This design comes from an exercise in tuning for a short achievable clock period and few clock cycles on the open sky130 flow, not from production work. In this exercise RTL edits were held to simulation tests only and were not proved equivalent to the original. Power and IR drop assume default switching activity.

==> design.v <==
`default_nettype none
package ahb_pkg;
	localparam int W_ADDR       = 32;
	localparam int W_DATA       = 32;
	localparam int W_STRB       = W_DATA / 8;    
	localparam int BUS_SIZE_LOG = 2;             
	localparam logic [1:0] HTRANS_IDLE = 2'b00;
	localparam logic [1:0] HTRANS_NSEQ = 2'b10;
	localparam logic [2:0] HSIZE_WORD  = 3'b010;
	typedef logic [W_ADDR-1:0] addr_t;
	typedef logic [W_DATA-1:0] data_t;
	typedef logic [W_STRB-1:0] strb_t;
	function automatic strb_t size_mask(input logic [2:0] size,
		input logic [BUS_SIZE_LOG-1:0] lo);
		strb_t base;
		base = (size >= HSIZE_WORD) ? {W_STRB{1'b1}} : ((1 << (1 << size)) - 1);
		size_mask = base << lo;
	endfunction
endpackage
`default_nettype wire
`default_nettype none
package cache_pkg;
	localparam int DEPTH     = 64;       
	localparam int W_INDEX   = 6;        
	localparam int INDEX_LSB = 2;        
	localparam int TAG_LSB   = INDEX_LSB + W_INDEX;
	localparam int W_TAG     = 32 - TAG_LSB;
	typedef logic [W_TAG-1:0]   tag_t;
	typedef logic [W_INDEX-1:0] index_t;
	typedef enum logic [3:0] {
		IDLE,              
		READ_CHECK,        
		READ_CLEAN,        
		READ_FILL,         
		READ_DONE,         
		WRITE_CHECK,       
		WRITE_CLEAN,
		WRITE_FILL,
		WRITE_MODIFY,      
		WRITE_DONE,        
		WRITE2READ_STALL   
	} cache_state_t;
endpackage
`default_nettype wire
`timescale 1ns/100ps
`default_nettype none
module cache_store
(
	input  logic           clk,
	input  logic           rst_n,
	input  ahb_pkg::addr_t mem_t_addr,
	input  logic          mem_t_ren,
	input  logic          mem_t_wen,
	input  logic          mem_t_wvalid,
	input  logic          mem_t_wdirty,
	output logic          mem_hit,
	output logic          mem_dirty,
	output ahb_pkg::addr_t mem_dirty_addr,
	input  ahb_pkg::addr_t mem_d_addr,
	input  logic          mem_d_ren,
	input  ahb_pkg::strb_t mem_d_wen,
	input  ahb_pkg::data_t mem_wdata,
	output ahb_pkg::data_t mem_rdata
);
	cache_pkg::tag_t             tag_mem  [cache_pkg::DEPTH];
	ahb_pkg::data_t            data_mem [cache_pkg::DEPTH];
	logic [cache_pkg::DEPTH-1:0] valid_bits;
	logic [cache_pkg::DEPTH-1:0] dirty_bits;
	cache_pkg::index_t           t_idx;
	cache_pkg::tag_t             t_tag;
	cache_pkg::index_t           d_idx;
	cache_pkg::index_t           look_idx;      
	cache_pkg::tag_t             look_tag;
	ahb_pkg::data_t            rdata_q;
	assign t_idx = mem_t_addr[cache_pkg::INDEX_LSB +: cache_pkg::W_INDEX];
	assign t_tag = mem_t_addr[cache_pkg::TAG_LSB +: cache_pkg::W_TAG];
	assign d_idx = mem_d_addr[cache_pkg::INDEX_LSB +: cache_pkg::W_INDEX];
	always_ff @(posedge clk or negedge rst_n) begin
		if (!rst_n) begin
			valid_bits <= '0;    
			dirty_bits <= '0;
		end else if (mem_t_wen) begin
			valid_bits[t_idx] <= mem_t_wvalid;
			dirty_bits[t_idx] <= mem_t_wdirty;
		end
	end
	always_ff @(posedge clk) begin
		if (mem_t_wen)
			tag_mem[t_idx] <= t_tag;
	end
	always_ff @(posedge clk or negedge rst_n) begin
		if (!rst_n) begin
			look_idx <= '0;
			look_tag <= '0;
		end else if (mem_t_ren) begin
			look_idx <= t_idx;
			look_tag <= t_tag;
		end
	end
	assign mem_hit   = valid_bits[look_idx] && (tag_mem[look_idx] == look_tag);
	assign mem_dirty = valid_bits[look_idx] && dirty_bits[look_idx];   
	assign mem_dirty_addr = {tag_mem[look_idx], look_idx, {cache_pkg::INDEX_LSB{1'b0}}};
	always_ff @(posedge clk) begin
		for (int i = 0; i < ahb_pkg::W_STRB; i++) begin
			if (mem_d_wen[i])
				data_mem[d_idx][i*8 +: 8] <= mem_wdata[i*8 +: 8];
		end
		if (mem_d_ren)
			rdata_q <= data_mem[d_idx];    
	end
	assign mem_rdata = rdata_q;
endmodule
`default_nettype wire
`timescale 1ns/100ps
`default_nettype none
module cache_ctrl
(
	input  logic          clk,
	input  logic          rst_n,
	input  logic          src_hready,
	input  logic [1:0]    src_htrans,
	input  logic          src_hwrite,
	input  logic [2:0]    src_hsize,
	input  ahb_pkg::addr_t         src_haddr,
	input  ahb_pkg::data_t         src_hwdata,
	input  logic          dst_hready,
	input  ahb_pkg::data_t         dst_hrdata,
	input  logic          dst_dphase_active,
	input  ahb_pkg::data_t         fill_word,         
	output ahb_pkg::addr_t mem_t_addr,
	output logic          mem_t_ren,
	output logic          mem_t_wen,
	output logic          mem_t_wvalid,
	output logic          mem_t_wdirty,
	input  logic          mem_hit,
	input  logic          mem_dirty,
	input  ahb_pkg::addr_t mem_dirty_addr,
	output ahb_pkg::addr_t mem_d_addr,
	output logic          mem_d_ren,
	output ahb_pkg::strb_t mem_d_wen,
	output ahb_pkg::data_t mem_wdata,
	input  ahb_pkg::data_t mem_rdata,
	output cache_pkg::cache_state_t  state,
	output logic          hit,
	output logic          dirty,
	output ahb_pkg::addr_t         src_addr_dphase,
	output logic          src_hready_resp,
	output ahb_pkg::data_t         src_hrdata
);
	logic [2:0]   src_size_dphase;
	logic         src_aphase_read;
	logic         src_aphase_write;
	logic         src_aphase;
	cache_pkg::cache_state_t next_or_idle;
	cache_pkg::cache_state_t state_next;
	logic         in_check;
	logic         in_clean_aphase;
	logic         maybe_modify;
	logic         wen_modify;
	logic         wen_fill;
	assign hit   = mem_hit;
	assign dirty = mem_dirty;
	assign src_aphase_read  = src_hready && src_htrans == ahb_pkg::HTRANS_NSEQ && !src_hwrite;
	assign src_aphase_write = src_hready && src_htrans == ahb_pkg::HTRANS_NSEQ && src_hwrite;
	assign src_aphase       = src_aphase_read || src_aphase_write;
	assign next_or_idle = src_aphase_read  ? cache_pkg::READ_CHECK  :
	                      src_aphase_write ? cache_pkg::WRITE_CHECK : cache_pkg::IDLE;
	always_ff @(posedge clk or negedge rst_n) begin
		if (!rst_n) begin
			src_addr_dphase <= '0;
			src_size_dphase <= '0;
		end else if (src_aphase) begin
			src_addr_dphase <= src_haddr;
			src_size_dphase <= src_hsize;
		end
	end
	always_comb begin
		state_next = state;
		case (state)
		cache_pkg::IDLE, cache_pkg::READ_DONE, cache_pkg::WRITE_DONE: state_next = next_or_idle;
		cache_pkg::READ_CHECK: begin
			if (hit)
				state_next = next_or_idle;
			else if (dst_hready)                       
				state_next = dirty ? cache_pkg::READ_CLEAN : cache_pkg::READ_FILL;
		end
		cache_pkg::READ_CLEAN:  if (dst_hready) state_next = cache_pkg::READ_FILL;
		cache_pkg::READ_FILL:   if (dst_hready) state_next = cache_pkg::READ_DONE;
		cache_pkg::WRITE_CHECK: begin
			if (hit && !dirty)
				state_next = cache_pkg::WRITE_DONE;               
			else if (hit && src_aphase_read)
				state_next = cache_pkg::WRITE2READ_STALL;         
			else if (hit)
				state_next = next_or_idle;
			else if (dst_hready)
				state_next = dirty ? cache_pkg::WRITE_CLEAN : cache_pkg::WRITE_FILL;
		end
		cache_pkg::WRITE_CLEAN:      if (dst_hready) state_next = cache_pkg::WRITE_FILL;
		cache_pkg::WRITE_FILL:       if (dst_hready) state_next = cache_pkg::WRITE_MODIFY;
		cache_pkg::WRITE_MODIFY:     state_next = cache_pkg::WRITE_DONE;
		cache_pkg::WRITE2READ_STALL: state_next = cache_pkg::READ_CHECK;
		default:          state_next = cache_pkg::IDLE;
		endcase
	end
	always_ff @(posedge clk or negedge rst_n) begin
		if (!rst_n)
			state <= cache_pkg::IDLE;
		else
			state <= state_next;
	end
	assign in_check        = state == cache_pkg::READ_CHECK || state == cache_pkg::WRITE_CHECK;
	assign in_clean_aphase = in_check && !hit && dirty;
	assign maybe_modify    = state == cache_pkg::WRITE_CHECK || state == cache_pkg::WRITE_MODIFY;
	assign wen_modify      = (state == cache_pkg::WRITE_CHECK && hit) || state == cache_pkg::WRITE_MODIFY;
	assign wen_fill        = dst_hready && dst_dphase_active &&
	                         (state == cache_pkg::READ_FILL || state == cache_pkg::WRITE_FILL);
	assign mem_t_addr   = src_aphase ? src_haddr : src_addr_dphase;
	assign mem_t_ren    = src_aphase || state == cache_pkg::WRITE2READ_STALL;
	assign mem_t_wen    = (wen_modify && !(hit && dirty)) || wen_fill;
	assign mem_t_wvalid = wen_modify || wen_fill;
	assign mem_t_wdirty = wen_modify;
	assign mem_d_addr = in_clean_aphase                           ? mem_dirty_addr :
	                    (src_aphase && state != cache_pkg::WRITE_CHECK)      ? src_haddr      :
	                                                                src_addr_dphase;
	assign mem_d_ren  = (src_aphase_read && state != cache_pkg::WRITE_CHECK) ||
	                    state == cache_pkg::WRITE2READ_STALL ||
	                    (in_clean_aphase && dst_hready);           
	assign mem_d_wen  = {ahb_pkg::W_STRB{wen_fill}} |
	                    (ahb_pkg::size_mask(src_size_dphase, src_addr_dphase[ahb_pkg::BUS_SIZE_LOG-1:0]) &
	                     {ahb_pkg::W_STRB{wen_modify}});
	assign mem_wdata  = maybe_modify ? src_hwdata : dst_hrdata;
	assign src_hready_resp = state == cache_pkg::IDLE ||
	                         (state == cache_pkg::READ_CHECK && hit) ||
	                         state == cache_pkg::READ_DONE ||
	                         (state == cache_pkg::WRITE_CHECK && hit && dirty) ||
	                         state == cache_pkg::WRITE_DONE;
	assign src_hrdata = (state == cache_pkg::READ_DONE) ? fill_word : mem_rdata;
endmodule
`default_nettype wire
`timescale 1ns/100ps
`default_nettype none
module ahb_dst_port
(
	input  logic          clk,
	input  logic          rst_n,
	input  cache_pkg::cache_state_t  state,
	input  logic          hit,
	input  logic          dirty,
	input  ahb_pkg::addr_t         src_addr_dphase,
	input  ahb_pkg::addr_t         dirty_addr,
	input  ahb_pkg::data_t         cache_rdata,
	input  logic          dst_hready,
	input  ahb_pkg::data_t         dst_hrdata,
	output ahb_pkg::addr_t         dst_haddr,
	output logic [1:0]    dst_htrans,
	output logic          dst_hwrite,
	output ahb_pkg::data_t         dst_hwdata,
	output logic          dst_dphase_active,
	output ahb_pkg::data_t         fill_word
);
	logic  check_miss;
	logic  in_clean_aphase;
	logic  in_fill;
	ahb_pkg::addr_t fill_addr;
	assign check_miss      = (state == cache_pkg::READ_CHECK || state == cache_pkg::WRITE_CHECK) && !hit;
	assign in_clean_aphase = check_miss && dirty;
	assign in_fill         = state == cache_pkg::READ_FILL || state == cache_pkg::WRITE_FILL;
	assign fill_addr = {src_addr_dphase[ahb_pkg::W_ADDR-1:ahb_pkg::BUS_SIZE_LOG], {ahb_pkg::BUS_SIZE_LOG{1'b0}}};
	assign dst_htrans = (check_miss || state == cache_pkg::READ_CLEAN || state == cache_pkg::WRITE_CLEAN) ?
	                    ahb_pkg::HTRANS_NSEQ : ahb_pkg::HTRANS_IDLE;
	assign dst_hwrite = in_clean_aphase;
	assign dst_haddr  = in_clean_aphase ? dirty_addr : fill_addr;
	assign dst_hwdata = cache_rdata;
	always_ff @(posedge clk or negedge rst_n) begin
		if (!rst_n)
			dst_dphase_active <= 1'b0;
		else if (dst_hready)
			dst_dphase_active <= dst_htrans == ahb_pkg::HTRANS_NSEQ;
	end
	always_ff @(posedge clk) begin
		if (dst_hready && dst_dphase_active && in_fill)
			fill_word <= dst_hrdata;
	end
endmodule
`default_nettype wire
`timescale 1ns/100ps
`default_nettype none
module ahb_wb_cache
(
	input  logic          clk,
	input  logic          rst_n,
	input  logic          src_hready,
	input  logic [1:0]    src_htrans,
	input  logic          src_hwrite,
	input  ahb_pkg::addr_t         src_haddr,
	input  logic [2:0]    src_hsize,
	input  ahb_pkg::data_t         src_hwdata,
	output logic          src_hready_resp,
	output ahb_pkg::data_t         src_hrdata,
	output ahb_pkg::addr_t         dst_haddr,
	output logic [1:0]    dst_htrans,
	output logic          dst_hwrite,
	output ahb_pkg::data_t         dst_hwdata,
	input  logic          dst_hready,
	input  ahb_pkg::data_t         dst_hrdata
);
	cache_pkg::cache_state_t state;
	logic         hit;
	logic         dirty;
	ahb_pkg::addr_t        src_addr_dphase;
	logic         dst_dphase_active;
	ahb_pkg::data_t        fill_word;
	ahb_pkg::addr_t mem_t_addr;
	logic          mem_t_ren;
	logic          mem_t_wen;
	logic          mem_t_wvalid;
	logic          mem_t_wdirty;
	logic          mem_hit;
	logic          mem_dirty;
	ahb_pkg::addr_t mem_dirty_addr;
	ahb_pkg::addr_t mem_d_addr;
	logic          mem_d_ren;
	ahb_pkg::strb_t mem_d_wen;
	ahb_pkg::data_t mem_wdata;
	ahb_pkg::data_t mem_rdata;
	cache_store store_inst (
		.clk   (clk),
		.rst_n (rst_n),
		.mem_t_addr        (mem_t_addr),
		.mem_t_ren         (mem_t_ren),
		.mem_t_wen         (mem_t_wen),
		.mem_t_wvalid      (mem_t_wvalid),
		.mem_t_wdirty      (mem_t_wdirty),
		.mem_hit           (mem_hit),
		.mem_dirty         (mem_dirty),
		.mem_dirty_addr    (mem_dirty_addr),
		.mem_d_addr        (mem_d_addr),
		.mem_d_ren         (mem_d_ren),
		.mem_d_wen         (mem_d_wen),
		.mem_wdata         (mem_wdata),
		.mem_rdata         (mem_rdata)
	);
	cache_ctrl ctrl_inst (
		.clk               (clk),
		.rst_n             (rst_n),
		.src_hready        (src_hready),
		.src_htrans        (src_htrans),
		.src_hwrite        (src_hwrite),
		.src_hsize         (src_hsize),
		.src_haddr         (src_haddr),
		.src_hwdata        (src_hwdata),
		.dst_hready        (dst_hready),
		.dst_hrdata        (dst_hrdata),
		.dst_dphase_active (dst_dphase_active),
		.fill_word         (fill_word),
		.mem_t_addr        (mem_t_addr),
		.mem_t_ren         (mem_t_ren),
		.mem_t_wen         (mem_t_wen),
		.mem_t_wvalid      (mem_t_wvalid),
		.mem_t_wdirty      (mem_t_wdirty),
		.mem_hit           (mem_hit),
		.mem_dirty         (mem_dirty),
		.mem_dirty_addr    (mem_dirty_addr),
		.mem_d_addr        (mem_d_addr),
		.mem_d_ren         (mem_d_ren),
		.mem_d_wen         (mem_d_wen),
		.mem_wdata         (mem_wdata),
		.mem_rdata         (mem_rdata),
		.state             (state),
		.hit               (hit),
		.dirty             (dirty),
		.src_addr_dphase   (src_addr_dphase),
		.src_hready_resp   (src_hready_resp),
		.src_hrdata        (src_hrdata)
	);
	ahb_dst_port dst_inst (
		.clk               (clk),
		.rst_n             (rst_n),
		.state             (state),
		.hit               (hit),
		.dirty             (dirty),
		.src_addr_dphase   (src_addr_dphase),
		.dirty_addr        (mem_dirty_addr),
		.cache_rdata       (mem_rdata),
		.dst_hready        (dst_hready),
		.dst_hrdata        (dst_hrdata),
		.dst_haddr         (dst_haddr),
		.dst_htrans        (dst_htrans),
		.dst_hwrite        (dst_hwrite),
		.dst_hwdata        (dst_hwdata),
		.dst_dphase_active (dst_dphase_active),
		.fill_word         (fill_word)
	);
endmodule
`default_nettype wire
==> run.sh <==
#!/bin/bash
# synth_recipe.tcl (not shown) runs the flow's synth.tcl, then flattens the netlist and writes it again
# the make line also repeats each setting of config.mk as NAME=value (left out here)
make -C /OpenROAD-flow-scripts/flow DESIGN_CONFIG=/design/flow/config.mk WORK_HOME=/design/flow/orfs CLKGATE_MAP_FILE= SYNTH_SCRIPT=/design/flow/synth_recipe.tcl finish
==> config.mk <==
export PLATFORM = sky130hd
export DESIGN_NAME = ahb_wb_cache
export DESIGN_NICKNAME = ahb_wb_cache
export VERILOG_FILES = /design/flow/design.v
export SDC_FILE = /design/flow/constraint.sdc
export NUM_CORES = 4
export LEC_CHECK = 0
export CAP_MARGIN = 20
export CELL_PAD_IN_SITES_DETAIL_PLACEMENT = 1
export CELL_PAD_IN_SITES_GLOBAL_PLACEMENT = 2
export CORE_MARGIN = 2
export CORE_UTILIZATION = 30
export PLACE_DENSITY = 0.38
export SLEW_MARGIN = 20
==> constraint.sdc <==
create_clock -name core_clock -period 10.0 [get_ports {clk}]
set_input_delay 2.0000 -clock core_clock [delete_from_list [all_inputs] [get_ports {clk}]]
set_output_delay 2.0000 -clock core_clock [all_outputs]
set_load 0.01 [all_outputs]
==> run notes <==
critical path, stage by stage (launching register included):
cell	delay (ns)
dfrtp_4	0.68
buf_16	0.34
buf_12	0.37
mux4_2	0.57
a22oi_1	0.22
o21ai_0	0.21
o221ai_1	0.58
a21oi_1	0.17
nor4b_1	0.35
nand4_1	0.48
buf_4	0.33
or3_4	0.43
o21ai_4	0.22
buf_6	0.35
nand2_1	0.11
o21ai_0	0.29
clkdlybuf4s50_1	0.68
power by group:
part | leakage (nW) | internal [W] | switching [W]
Combinational | 19.8 | 0.00331 | 0.00733
Clock | 7.29 | 0.00984 | 0.00706
Sequential | 35.6 | 0.0186 | 0.000319
Total | 62.7 | 0.0317 | 0.0147
kinds of logic after synthesis:
kind of cell / after synthesis
multiplexers: 760
other: 1
XOR/XNOR: 27
adder cells (fa/ha/maj): 4
AND/OR/NAND/NOR: 1847
buffers and inverters: 882
flip-flops: 3846
AO/OA/AOI/OAI: 2975
repair_timing:
| action | CTS | global route |
|---|---|---|
| setup buffers | 1 | 0 |
| setup endpoints to repair | 9 | 5 |
| gates resized for setup | 2 | 2 |
| pin swaps | 1 | 1 |
how the worst min path moves through the flow:
stage,start,to,cells past startpoint
5_1_grt,store_inst.valid_bits[20],store_inst.valid_bits[20],1
4_1_cts,store_inst.valid_bits[20],store_inst.valid_bits[20],1
3_3_place_gp,store_inst.valid_bits[0],store_inst.valid_bits[0],1
3_5_place_dp,store_inst.valid_bits[8],store_inst.valid_bits[8],1
6_report,store_inst.valid_bits[20],store_inst.valid_bits[20],1
2_1_floorplan,store_inst.valid_bits[0],store_inst.valid_bits[0],1
sequential cells by signal, indices dropped and copies added (netlist names):
register,count
ctrl_inst.src_addr_dphase,32
store_inst.look_tag,24
store_inst.valid_bits,64
store_inst.tag_mem,1536
ctrl_inst.state,4
ctrl_inst.src_size_dphase,3
store_inst.rdata_q,32
dst_inst.fill_word,32
store_inst.dirty_bits,64
store_inst.look_idx,6
store_inst.data_mem,2048
dst_inst.dst_dphase_active,1
layout make-up:
cell class	count	area (µm²)	area share
multi-input cells	5616	44400	0.229
clock buffers	574	12200	0.0629
flip-flops and latches	3846	115000	0.590
repair buffers	1083	10900	0.0560
clock inverters	280	2660	0.0137
well taps	7181	8980	0.0463
diodes	29	72.6	0.000374
inverters	76	294	0.00152
layer usage:
metal  vias up  global-route usage
met1     61400               0.394
li1      44400                   -
met5         -                   0
met4        28               0.120
met3      1239              0.0363
met2      4865               0.507
Yosys cell counts, types with 18 or more instances:
cell type,instances,share of area
o211ai_1,192,0.0089
nor2_1,449,0.010
buf_1,114,0.0026
nand2b_1,21,0.00081
a2111oi_0,34,0.0018
clkbuf_1,401,0.0093
a221oi_1,207,0.011
mux2i_1,322,0.020
mux4_2,308,0.043
o31ai_1,34,0.0016
a221o_1,45,0.0028
a32oi_1,18,0.00098
o21ai_0,334,0.010
and4_1,43,0.0023
nor4_1,21,0.00081
a31oi_1,97,0.0038
a21oi_1,197,0.0061
edfxtp_1,3648,0.68
nand2_1,737,0.017
buf_4,27,0.0013
a22o_1,330,0.018
nand3_1,163,0.0050
a211oi_1,26,0.0012
o2111ai_1,33,0.0018
nand4_1,156,0.0060
o22ai_1,26,0.0010
inv_1,70,0.0016
dfrtp_1,198,0.031
mux2_2,130,0.0091
and3_1,69,0.0027
nor3_1,77,0.0024
a222oi_1,169,0.010
o2111a_1,44,0.0031
buf_2,208,0.0064
buf_6,44,0.0031
a22oi_1,1029,0.048
stage by stage:
| stage | total power (W) | util |
|---|---|---|
| 2_1_floorplan | 0.0245 | - |
| 3_3_place_gp | 0.0299 | 0.333 |
| 3_5_place_dp | 0.0300 | 0.334 |
| 4_1_cts | 0.0469 | 0.361 |
| 5_1_grt | 0.0478 | 0.361 |
| 6_report | 0.0464 | 0.362 |
==> flow_metrics.env <==
export IMPL_synth_mux_area_frac=0.0719
export IMPL_grt_pass1_wl_um=1110000
export IMPL_synth_area_per_cell_um2=15.6
export IMPL_antenna_found_initial=89
export IMPL_tns_ns=0
export IMPL_vias=112000
export IMPL_clk_latency_ns=1.06
export IMPL_viasPerCell=5.99
export IMPL_met3_wirelength_um=45800
export IMPL_synthFlopType="edfxtp_1"
export IMPL_met1_length_um=349000
export IMPL_cts_htree_levels=5
export IMPL_async_flop_share=0.0515
export IMPL_fin_nets=11200
export IMPL_hp_class="flop to flop"
export IMPL_first_global_vias=115000
export IMPL_powerDensity_nw_per_um2=239
export IMPL_first_iter_violations=13700
export IMPL_maxCapViolCount=0
export IMPL_grt_overflow_total=0
export IMPL_critPathArrivalTime_ns=7.74
export IMPL_critPathKind="flop to output port"
export IMPL_cts_hold_buf=0
export IMPL_rows=269
export IMPL_cp_max_fo=47
export IMPL_synth_compound_area_share=0.139
export IMPL_finalMaxSlewViolations=0
export IMPL_dp_cells=17800
export IMPL_highest_layer="met5"
export IMPL_max_slew_margin_rel=0.199
export IMPL_rsz0062_at_grt="no"
export IMPL_worst_pin_slew_ns=1.20
export IMPL_root_buffer="clkbuf_16"
export IMPL_dr_pass1_iters=9
export IMPL_period_needed_ns=9.74
export IMPL_cts_buffers=461
export IMPL_synthCells=10300
export IMPL_fin_cells=18700
export IMPL_mostFrequentLayoutCells="edfxtp_1, a22oi_1, nand2_1"
export IMPL_syn_area_um2=162000
export IMPL_outcome="timing/DRC/antenna clean"
export IMPL_postPlaceCellArea_um2=179000
export IMPL_dp_hpwl_um=526000
export IMPL_synth_top_family_by_area="compound AO/OA/AOI/OAI gates"
export IMPL_area_growth_pct=20.0
export IMPL_drive_gt1_frac=0.194
export IMPL_crit_path_end_kind="output port"
export IMPL_cts_tree="done"
export IMPL_worst_r2r_path_depth=19
export IMPL_route_met2_wl_um=406000
export IMPL_hold_ws_ns=0.466
export IMPL_yosys_register_bits=3846
export IMPL_wl_per_cell_um=44.9
export IMPL_reg2reg_from="store_inst.look_idx[0]"
export IMPL_synth_fa_ha_area_frac=0.000310
export IMPL_setup_violations=0
export IMPL_cts_buffer_depth=4
export IMPL_portBuffers=202
export IMPL_worstPathRequired_ns=8.00
export IMPL_crit_start="store_inst.look_idx[0]"
export IMPL_core_um2=536000
export IMPL_finalHoldViolCount=0
export IMPL_grt_start_max_net_pins=93
export IMPL_critPathCapture="dst_haddr[12]"
export IMPL_io_pins=206
export IMPL_fin_area_um2=194000
export IMPL_path_clk_slew_ns=0.06
export IMPL_fmax_mhz=103
export IMPL_synth_edf_count=3648
export IMPL_leakagePower_nw=62.7
export IMPL_vdd_drop_max_mv=0.181
export IMPL_synthXorXnorAreaFrac=0.00146
export IMPL_r2r_slack_ns=1.01
export IMPL_clock_sinks=3846
export IMPL_period_share=0.974
export IMPL_fp_dieArea_um2=545000
export IMPL_route_detailed_drc=0
export IMPL_setup_ws_ns=0.263
export IMPL_die_h_um=738
export IMPL_initial_core_util=0.301
export IMPL_synth_cell_types=93
export IMPL_synth_simple_area_share=0.0527
export IMPL_grt_usage=0.301
export IMPL_layout_cells_most_common="edfxtp_1"
export IMPL_yosysWarnings=3
export IMPL_ys_seq_area_frac=0.708
export IMPL_die_w_um=738
export IMPL_clock_skew_ns=0.0464
export IMPL_nFillCells=53900
export IMPL_antenna_left=0
export IMPL_setup_worst_path_start_class="flop"
export IMPL_reg2reg_to="store_inst.data_mem[38][18]"
export IMPL_gp_congestion=0.879
export IMPL_place_ws_ns=0.870
export IMPL_drt_wl_total_um=839000
Testbench counts, summed over its fixed seeds: cycles 70,772.

-- afterwards: timing with drivers on the ports --
No port has a modelled driver above. Below, the same layout with a new extraction and two added sets of constraints. Step 1 assumes that a clkbuf_16 drives the clock port and a buf_2 every other input. Step 2 also shifts input and output timing later by t, the mid clock arrival at the registers, as if the neighbouring blocks saw the same clock. a / b / c = ideal / step 1 / step 2; a / b = the first two.
shift t [ns]: 1.159
setup WS [ns]: 0.263 / 0.144 / 1.009
worst setup path at the end: register to register
After both steps this run still meets setup and hold. For this run, drivers alone change the setup slack by -0.119 ns; drivers and shift together by +0.746 ns.
